What follows belongs to an exercise in optimizing a design on an open flow for small area, a short achievable clock period and few clock cycles; a production flow would make more cautious choices.
Power and IR drop assume default switching activity.

==> flow/design.v <==
`default_nettype none
package ucode_pkg;
    localparam int INSTR_W = 32;
    localparam int REG_AW  = 4;   
    localparam int DATA_W  = 32;
    localparam int IMM_W   = 16;
    localparam int OPC_W   = 7;   
    localparam logic [OPC_W-1:0] OP_MOV  = 7'b0000000;  
    localparam logic [OPC_W-1:0] OP_ADD  = 7'b0110001;  
    localparam logic [OPC_W-1:0] OP_SUB  = 7'b0110010;  
    localparam logic [OPC_W-1:0] OP_MULI = 7'b0111000;  
    localparam logic [OPC_W-1:0] OP_NOP  = 7'b1100100;
    typedef struct packed {
        logic [OPC_W-1:0]                    opcode;
        logic [REG_AW-1:0]                   rd;
        logic [REG_AW-1:0]                   rs1;
        logic [REG_AW-1:0]                   rs2;
        logic [INSTR_W-OPC_W-3*REG_AW-1:0]   spare;  
    } instr_alu_t;
    typedef struct packed {
        logic [OPC_W-1:0]  opcode;
        logic [REG_AW-1:0] rd;
        logic [REG_AW-1:0] rs1;    
        logic              pad;
        logic [IMM_W-1:0]  imm;
    } instr_imm_t;
    typedef union packed {
        instr_alu_t alu;
        instr_imm_t imm;
    } instr_word_u;
endpackage
`default_nettype wire
`timescale 1ns/100ps
`default_nettype none
module ucode_core (
    input  logic                          clk,
    input  logic                          rst,
    input  logic                          in_valid,
    output logic                          in_ready,
    input  logic [ucode_pkg::INSTR_W-1:0] in_instr,
    output logic                          wb_valid,
    input  logic                          wb_ready,
    output logic [ucode_pkg::REG_AW-1:0]  wb_reg,
    output logic [ucode_pkg::DATA_W-1:0]  wb_data
);
    logic [6:0]  in_op;
    logic        dec_mov, dec_sub, dec_muli, dec_real;
    assign in_op = in_instr[31:25];
    always_comb begin
        dec_mov  = 1'b0;
        dec_sub  = 1'b0;
        dec_muli = 1'b0;
        dec_real = 1'b0;
        case (in_op)
            ucode_pkg::OP_MOV: begin
                dec_real = 1'b1;
                dec_mov  = 1'b1;
            end
            ucode_pkg::OP_ADD: dec_real = 1'b1;
            ucode_pkg::OP_SUB: begin
                dec_real = 1'b1;
                dec_sub  = 1'b1;
            end
            ucode_pkg::OP_MULI: begin
                dec_real = 1'b1;
                dec_muli = 1'b1;                         
            end
            default: dec_real = 1'b0;                    
        endcase
    end
    logic        skv;
    logic        sk_mov, sk_sub, sk_muli;
    logic [24:0] sk_w;
    logic        irv;
    logic        ir_mov, ir_sub, ir_muli;
    logic [24:0] ir_w;                                   
    logic        ir_ph;                                  
    logic [3:0]  ir_rd, ir_ra, ir_rb;
    assign ir_rd = ir_w[24:21];
    assign ir_ra = ir_w[20:17];                          
    assign ir_rb = ir_w[16:13];                          
    logic        take;
    logic        ir_free;
    logic        d_issue;
    logic        d_last;
    logic        e_fire;
    assign in_ready = !skv;
    assign take     = in_valid && !skv;
    logic        ev;
    logic [3:0]  e_rd;
    logic [31:0] e_a, e_b;
    logic        e_sub;
    assign e_fire  = ev && (!wb_valid || wb_ready);
    assign d_issue = irv && (!ev || e_fire);
    assign d_last  = !ir_muli || (ir_ph ? ir_w[15:0] == 16'd1 : ir_w[15:0] == 16'd0);
    assign ir_free = !irv || (d_issue && d_last);
    always_ff @(posedge clk or posedge rst) begin
        if (rst) begin
            skv   <= 1'b0;
            irv   <= 1'b0;
            ir_ph <= 1'b0;
        end else begin
            if (ir_free) begin
                ir_ph <= 1'b0;
                if (skv) begin
                    irv <= 1'b1;
                    skv <= 1'b0;
                end else begin
                    irv <= take && dec_real;
                end
            end else begin
                if (take && dec_real) skv <= 1'b1;
                if (d_issue) ir_ph <= 1'b1;
            end
        end
    end
    always_ff @(posedge clk) begin
        if (!skv && !ir_free) begin
            sk_mov  <= dec_mov;
            sk_sub  <= dec_sub;
            sk_muli <= dec_muli;
            sk_w    <= in_instr[24:0];
        end
        if (ir_free) begin
            if (skv) begin
                ir_mov  <= sk_mov;
                ir_sub  <= sk_sub;
                ir_muli <= sk_muli;
                ir_w    <= sk_w;
            end else begin
                ir_mov  <= dec_mov;
                ir_sub  <= dec_sub;
                ir_muli <= dec_muli;
                ir_w    <= in_instr[24:0];
            end
        end else if (d_issue && ir_ph) begin
            ir_w[15:0] <= ir_w[15:0] - 16'd1;            
        end
    end
    logic [31:0] rf [16];
    logic [15:0] rv;                                     
    logic [31:0] rd_a, rd_b;
    logic        u_mov;
    logic        fw_a, fw_b;                             
    logic        fw_wa, fw_wb;                           
    logic [31:0] e_res;
    logic [31:0] nx_a, nx_b;
    always_comb begin
        rd_a = '0;
        rd_b = '0;
        for (int i = 0; i < 16; i++) begin
            rd_a = rd_a | (rf[i] & {32{rv[i] && ir_ra == 4'(i) && !fw_a && !fw_wa && !u_mov}});
            rd_b = rd_b | (rf[i] & {32{rv[i] && ir_rb == 4'(i) && !fw_b && !fw_wb && !u_mov}});
        end
    end
    assign u_mov = ir_mov || (ir_muli && !ir_ph);
    assign fw_a  = !u_mov && ev && e_rd == ir_ra;        
    assign fw_b  = !u_mov && (ir_muli || (ev && e_rd == ir_rb));
    assign fw_wa = !u_mov && !fw_a && wb_valid && wb_reg == ir_ra;
    assign fw_wb = !u_mov && !fw_b && wb_valid && wb_reg == ir_rb;
    assign nx_a  = fw_a ? e_res
                        : ((wb_data & {32{fw_wa}}) | rd_a | {16'h0, ir_w[15:0] & {16{ir_mov}}});
    assign nx_b  = fw_b ? (e_res ^ {32{ir_sub}})
                        : (((wb_data & {32{fw_wb}}) | rd_b) ^ {32{ir_sub}});
    always_ff @(posedge clk or posedge rst) begin
        if (rst) begin
            ev       <= 1'b0;
            rv       <= '0;
            wb_valid <= 1'b0;
        end else begin
            if (d_issue) begin
                ev <= 1'b1;
            end else if (e_fire) begin
                ev <= 1'b0;
            end
            if (wb_ready) begin
                wb_valid <= 1'b0;
            end
            if (wb_valid) begin
                rv[wb_reg] <= 1'b1;
            end
            if (e_fire) begin
                wb_valid <= 1'b1;
            end
        end
    end
    always_ff @(posedge clk) begin
        if (d_issue) begin
            e_rd  <= ir_rd;
            e_sub <= ir_sub && !u_mov;
            e_a   <= nx_a;
            e_b   <= nx_b;                               
        end
    end
    logic [31:0] pg_g, pg_p;
    logic [31:0] gg [6];
    logic [31:0] pp [6];
    logic [31:0] cy0, cy1;                               
    assign pg_g = e_a & e_b;
    assign pg_p = e_a ^ e_b;
    always_comb begin
        gg[0] = pg_g;
        pp[0] = pg_p;
        for (int l = 0; l < 5; l++) begin
            gg[l+1] = gg[l];
            pp[l+1] = pp[l];
            for (int i = 0; i < 32; i++) begin
                if ((i >> l) & 1) begin
                    gg[l+1][i] = gg[l][i] | (pp[l][i] & gg[l][((i >> l) << l) - 1]);
                    pp[l+1][i] = pp[l][i] & pp[l][((i >> l) << l) - 1];
                end
            end
        end
    end
    assign cy0   = {gg[5][30:0], 1'b0};
    assign cy1   = cy0 | {pp[5][30:0], 1'b1};
    assign e_res = e_sub ? (pg_p ^ cy1) : (pg_p ^ cy0);
    always_ff @(posedge clk) begin
        if (e_fire) begin
            wb_reg  <= e_rd;
            wb_data <= e_res;
        end
    end
    always_ff @(posedge clk) begin
        if (wb_valid) begin
            rf[wb_reg] <= wb_data;
        end
    end
endmodule
`default_nettype wire
export LEC_CHECK = 0
export CAP_MARGIN = 20
export CORE_MARGIN = 2
export CORE_UTILIZATION = 50
export SLEW_MARGIN = 20
create_clock -name core_clock -period 8.5 [get_ports {clk}]
standard.sh (not shown) runs the stock make flow with config.mk's settings and CLKGATE_MAP_FILE= SYNTH_SCRIPT=/design/flow/synth_recipe.tcl, a recipe that flattens the netlist after the stock synthesis.
==> flow/flow/run.sh <==
#!/bin/bash
# Standard ORFS layout; repair_timing aims for extra setup slack
set -euo pipefail
bash standard.sh finish SETUP_SLACK_MARGIN=5.6 > standard.log 2>&1
The first run produced a clean layout.
Edit:
--- a/flow/design.v
+++ b/flow/design.v
@@ -143,5 +143,4 @@
     logic        u_mov;
     logic        fw_a, fw_b;                             
-    logic        fw_wa, fw_wb;                           
     logic [31:0] e_res;
     logic [31:0] nx_a, nx_b;
@@ -150,6 +149,6 @@
         rd_b = '0;
         for (int i = 0; i < 16; i++) begin
-            rd_a = rd_a | (rf[i] & {32{rv[i] && ir_ra == 4'(i) && !fw_a && !fw_wa && !u_mov}});
-            rd_b = rd_b | (rf[i] & {32{rv[i] && ir_rb == 4'(i) && !fw_b && !fw_wb && !u_mov}});
+            rd_a = rd_a | (rf[i] & {32{rv[i] && ir_ra == 4'(i) && !fw_a && !u_mov}});
+            rd_b = rd_b | (rf[i] & {32{rv[i] && ir_rb == 4'(i) && !fw_b && !u_mov}});
         end
     end
@@ -157,10 +156,6 @@
     assign fw_a  = !u_mov && ev && e_rd == ir_ra;        
     assign fw_b  = !u_mov && (ir_muli || (ev && e_rd == ir_rb));
-    assign fw_wa = !u_mov && !fw_a && wb_valid && wb_reg == ir_ra;
-    assign fw_wb = !u_mov && !fw_b && wb_valid && wb_reg == ir_rb;
-    assign nx_a  = fw_a ? e_res
-                        : ((wb_data & {32{fw_wa}}) | rd_a | {16'h0, ir_w[15:0] & {16{ir_mov}}});
-    assign nx_b  = fw_b ? (e_res ^ {32{ir_sub}})
-                        : (((wb_data & {32{fw_wb}}) | rd_b) ^ {32{ir_sub}});
+    assign nx_a  = fw_a ? e_res : (rd_a | {16'h0, ir_w[15:0] & {16{ir_mov}}});
+    assign nx_b  = fw_b ? (e_res ^ {32{ir_sub}}) : (rd_b ^ {32{ir_sub}});
     always_ff @(posedge clk or posedge rst) begin
         if (rst) begin
@@ -177,8 +172,6 @@
                 wb_valid <= 1'b0;
             end
-            if (wb_valid) begin
-                rv[wb_reg] <= 1'b1;
-            end
             if (e_fire) begin
+                rv[e_rd] <= 1'b1;
                 wb_valid <= 1'b1;
             end
@@ -218,11 +211,7 @@
     always_ff @(posedge clk) begin
         if (e_fire) begin
-            wb_reg  <= e_rd;
-            wb_data <= e_res;
-        end
-    end
-    always_ff @(posedge clk) begin
-        if (wb_valid) begin
-            rf[wb_reg] <= wb_data;
+            rf[e_rd] <= e_res;
+            wb_reg   <= e_rd;
+            wb_data  <= e_res;
         end
     end
What happened: The new run finished with timing, DRC and antenna clean; worst setup slack is worse by 63 ps; power fell by about 1.2%; design area drops by 1.8%; sequential power is about the same; global-route usage drops by 2.1 points; routed wire length decreases by 9.0%; final cell count shrinks by 6.4%; maximum frequency falls by 1.9%.
No functional check of the RTL was part of any run of this note.

[re-timing with driven ports]
No port has a modelled driver above. Below, the same layouts with a new extraction and two added sets of constraints.
Step 1 sets driving cells, clkbuf_16 on the clock port and buf_2 on the other inputs (assumed; they add their load-dependent delay and slew).
Step 2, shift: input delay + t, output delay - t, t = (earliest + latest rising clock arrival at the registers) / 2. This alone moves slack from input paths to output paths.
Slacks: ideal ports / drivers / drivers and shift; pairs: ideal ports / drivers.
run | shift t [ns] | slack for setup (ns) | worst register clock-pin slew, ns | worst slew at a driven data input, ns
the first run | 0.699 | 5.276 / 5.276 / 5.065 | 0.07 / 0.07 | 0.04
the second run | 0.677 | 5.213 / 5.213 / 5.031 | 0.07 / 0.07 | 0.06
After both steps setup and hold are still met in every run listed. For the first run, which loses most, drivers alone change the setup slack by 0.000 ns; drivers and shift together by -0.211 ns.
